From an optimization exercise on the open Yosys and OpenROAD flow, aimed at small area, a short achievable clock period and few clock cycles per item; shortcuts taken in it are not production practice. Power figures rest on the tool's default switching activity, not on a simulated workload.

run 1:
## boreal_ledger
module boreal_ledger
#(
  parameter int DEPTH = 16,
  parameter int AW    = $clog2(DEPTH)
) (
  input  logic          clk,
  input  logic          rst,
  input  logic          ledger_wr_en,
  input  logic [31:0]   wr_opcode,
  input  logic [31:0]   wr_nonce,
  input  logic          wr_committed,
  input  logic [31:0]   wr_policy_hash,
  input  logic          rd_ready,
  output logic          rd_valid,
  output logic [31:0]   rd_seq,
  output logic [31:0]   rd_opcode,
  output logic [31:0]   rd_nonce,
  output logic [31:0]   rd_policy_hash,
  output logic          rd_committed,
  output logic [31:0]   rd_chain,
  output logic [AW:0]   ledger_count,
  output logic          ledger_full,
  output logic          overflow,
  output logic [15:0]   drop_count,
  output logic [31:0]   chain_head
);
  localparam int NS = DEPTH - 2;    
  localparam int FW = 97;           
  logic [31:0]   seq_ctr;
  logic [NS-1:0] wr_oh;             
  logic [NS-1:0] rd_oh;             
  logic [AW-1:0] ring_cnt;          
  logic          ring_any;          
  logic          nx_valid;          
  logic [FW-1:0] nx_fields;
  logic          pop;
  logic          wr_accept;
  logic          head_load;
  logic          nx_load;
  logic [31:0]   chain_next;
  logic [31:0]   seq_inc;
  logic [31:0]   head_chain;
  logic [AW:0]   count_next;
  logic [AW:0]   count_inc;
  logic [AW:0]   count_dec;
  logic [AW-1:0] ring_inc;
  logic [AW-1:0] ring_dec;
  logic          c_all1, c_all0, r_all1, r_all0;
  logic          full_next;
  logic          cnt_up;
  logic          cnt_dn;
  logic          ring_up;
  logic          ring_dn;
  logic [AW-1:0] ring_cnt_next;
  logic          ring_any_next;
  logic [NS-1:0] ring_we;
  logic [FW-1:0] wr_fields;
  logic [FW-1:0] rg_fields;
  assign pop = rd_valid && rd_ready;
  assign wr_accept = ledger_wr_en && (!ledger_full || rd_ready);
  assign head_load = nx_valid && (!rd_valid || rd_ready);
  assign nx_load   = ring_any && (!nx_valid || head_load);
  assign chain_next = boreal_ledger_pkg::ledger_chain_mix(chain_head, seq_ctr, wr_opcode,
                                       wr_nonce, wr_policy_hash,
                                       wr_committed);
  ...
Settings: LEC_CHECK=0, CAP_MARGIN=20, CORE_MARGIN=2, CORE_UTILIZATION=55, CTS_CLUSTER_DIAMETER=80, CTS_CLUSTER_SIZE=30, SETUP_SLACK_MARGIN=2.7, SLEW_MARGIN=20; clock period 5.0 ns.
standard.sh (not shown) runs the stock make flow with config.mk's settings and CLKGATE_MAP_FILE= SYNTH_SCRIPT=/design/flow/synth_recipe.tcl, a recipe that flattens the netlist after the stock synthesis.
==> flow/flow/run.sh <==
#!/bin/bash
# The standard layout, with plain buffers (buf_2) instead of the default
# delay-type cell on the ports. Full tool output goes to standard.log here and
# to the ORFS logs under orfs/logs/.
set -euo pipefail
bash standard.sh "BUFFER_PORTS_ARGS=-buffer_cell sky130_fd_sc_hd__buf_2" finish > standard.log 2>&1
Looking at the reports, run 1 completed the entire flow and the layout it produced met the timing, DRC and antenna checks.
diff inputs: run 1 => run 2
==> flow/run.sh (new file) <==
#!/bin/bash
# synth_recipe.tcl (not shown) runs the flow's synth.tcl, then flattens the netlist and writes it again
# the make line also repeats each setting of config.mk as NAME=value (left out here)
make -C /OpenROAD-flow-scripts/flow DESIGN_CONFIG=/design/flow/config.mk WORK_HOME=/design/flow/orfs CLKGATE_MAP_FILE= SYNTH_SCRIPT=/design/flow/synth_recipe.tcl finish
diff --git a/flow/config.mk b/flow/config.mk
--- a/flow/config.mk
+++ b/flow/config.mk
@@ -10 +10 @@
-export CORE_UTILIZATION = 55
+export CORE_UTILIZATION = 40
removed: flow/flow/run.sh
removed: flow/standard.sh
Findings:
Run 2 | status: complete | timing, DRC, antenna: pass
Lower post-route fraction of the period consumed by the critical path was reported by run 2, not run 1.
Run 2 does worse than run 1 on tightest hold margin.
Going from run 1 to run 2, sequential share of layout area lower; total chip power saw an increase.
Per the comparison of run 2 with run 1, post-route standard cell area excluding fillers increased by 3600 sq um relative to the old numbers, multi-input gate area in the final layout increased by 1.5% relative to the old numbers, tapcell count increased by 636 relative to the old numbers, area of the core region increased by about 40% relative to the old numbers, clock network fraction of total power increased by 2.1 points relative to the old numbers.
The number of global-route vias before repair in run 2 sits about 1.4% above the value recorded for run 1.
Modified inputs, run 3 compared to run 2
diff --git a/flow/config.mk b/flow/config.mk
--- a/flow/config.mk
+++ b/flow/config.mk
@@ -11,3 +11,3 @@
-export CTS_CLUSTER_DIAMETER = 80
-export CTS_CLUSTER_SIZE = 30
-export SETUP_SLACK_MARGIN = 2.7
+export CTS_CLUSTER_DIAMETER = 100
+export CTS_CLUSTER_SIZE = 25
+export SETUP_SLACK_MARGIN = 2.8
Results
Clock buffer count in the final layout is higher on run 3. Re full die area: no difference whatsoever between run 3 and run 2. Worst slack at placement (run 3 over run 2): increase, 0.21 ns. Taking run 2 as the reference, in run 3 final design instance area without fill went up by about 2.5%, wire length of the first global-routing pass went up by 2.0%, aggregate routed wire length went up by 2.1%, total area of multi-input combinational cells went up by about 3.8%, last weighted congestion value of the routability-driven placer went up by about 0.6%. Compared with run 2, run 3 has extra setup slack.
--- input diff run 3..run 4 ---
==> flow/flow/run.sh (new file) <==
#!/bin/bash
# The standard layout, with plain buffers (buf_2) instead of the default
# delay-type cell on the ports. Full tool output goes to standard.log here and
# to the ORFS logs under orfs/logs/.
set -euo pipefail
bash standard.sh "BUFFER_PORTS_ARGS=-buffer_cell sky130_fd_sc_hd__buf_2" finish > standard.log 2>&1
==> flow/standard.sh (new file) <==
#!/bin/bash
# synth_recipe.tcl (not shown) runs the flow's synth.tcl, then flattens the netlist and writes it again
# the make line also repeats each setting of config.mk as NAME=value (left out here)
make -C /OpenROAD-flow-scripts/flow DESIGN_CONFIG=/design/flow/config.mk WORK_HOME=/design/flow/orfs CLKGATE_MAP_FILE= SYNTH_SCRIPT=/design/flow/synth_recipe.tcl "${@:-finish}"
removed: flow/run.sh
==> comparison <==
- Number of flip-flops and latches: run 4 vs run 3 identical
- Taking run 3 as 1.0, run 4 lands at 0.912 on maximum vdd drop.
- Per the comparison of run 4 with run 3, share of cell area taken by multi-input logic gates now smaller, non-clock buffer count went down by about 4%, length of routed met2 wiring increased by 2.8% relative to the old numbers, worst setup slack now sits lower, relative contribution of combinational cells to total power now sits lower.
- Run comparison: run 3 cell with the largest stage delay on the worst path sky130_fd_sc_hd__nand4_1; run 4 cell with the largest stage delay on the worst path sky130_fd_sc_hd__and2_4
- On run 4: fraction of the cycle the final worst path needs is 0.43 points higher than what run 3 gave.
No functional check of the RTL was part of any run of this note.

-- port drivers added, routing unchanged --
The results above use ideal ports. As a check the final layouts listed here were re-extracted and re-timed, cells and wires unchanged.
Step 1 sets driving cells, clkbuf_16 on the clock port and buf_2 on the other inputs (assumed; they add their load-dependent delay and slew).
Step 2 times the ports against the registers' clock, not the clock port: input delays grow and output delays shrink by t, the midpoint of the rising clock arrivals with the driver on.
a / b / c = ideal / step 1 / step 2; a / b = the first two.
run	shift t [ns]	setup WS [ns]	worst hold slack (ns)	pins driven straight from the clock port
run 1	0.764	2.489 / 2.494 / 1.730	0.458 / 0.458 / 0.458	1
run 2	0.819	2.662 / 2.602 / 1.861	0.454 / 0.454 / 0.454	1
run 3	0.796	2.674 / 2.618 / 1.979	0.466 / 0.466 / 0.466	1
run 4	0.798	2.653 / 2.635 / 1.843	0.460 / 0.460 / 0.460	1
After both steps every run listed still meets setup and hold. The setup slack of run 4, which loses most, moves by -0.018 ns with the drivers and by -0.810 ns with both steps.
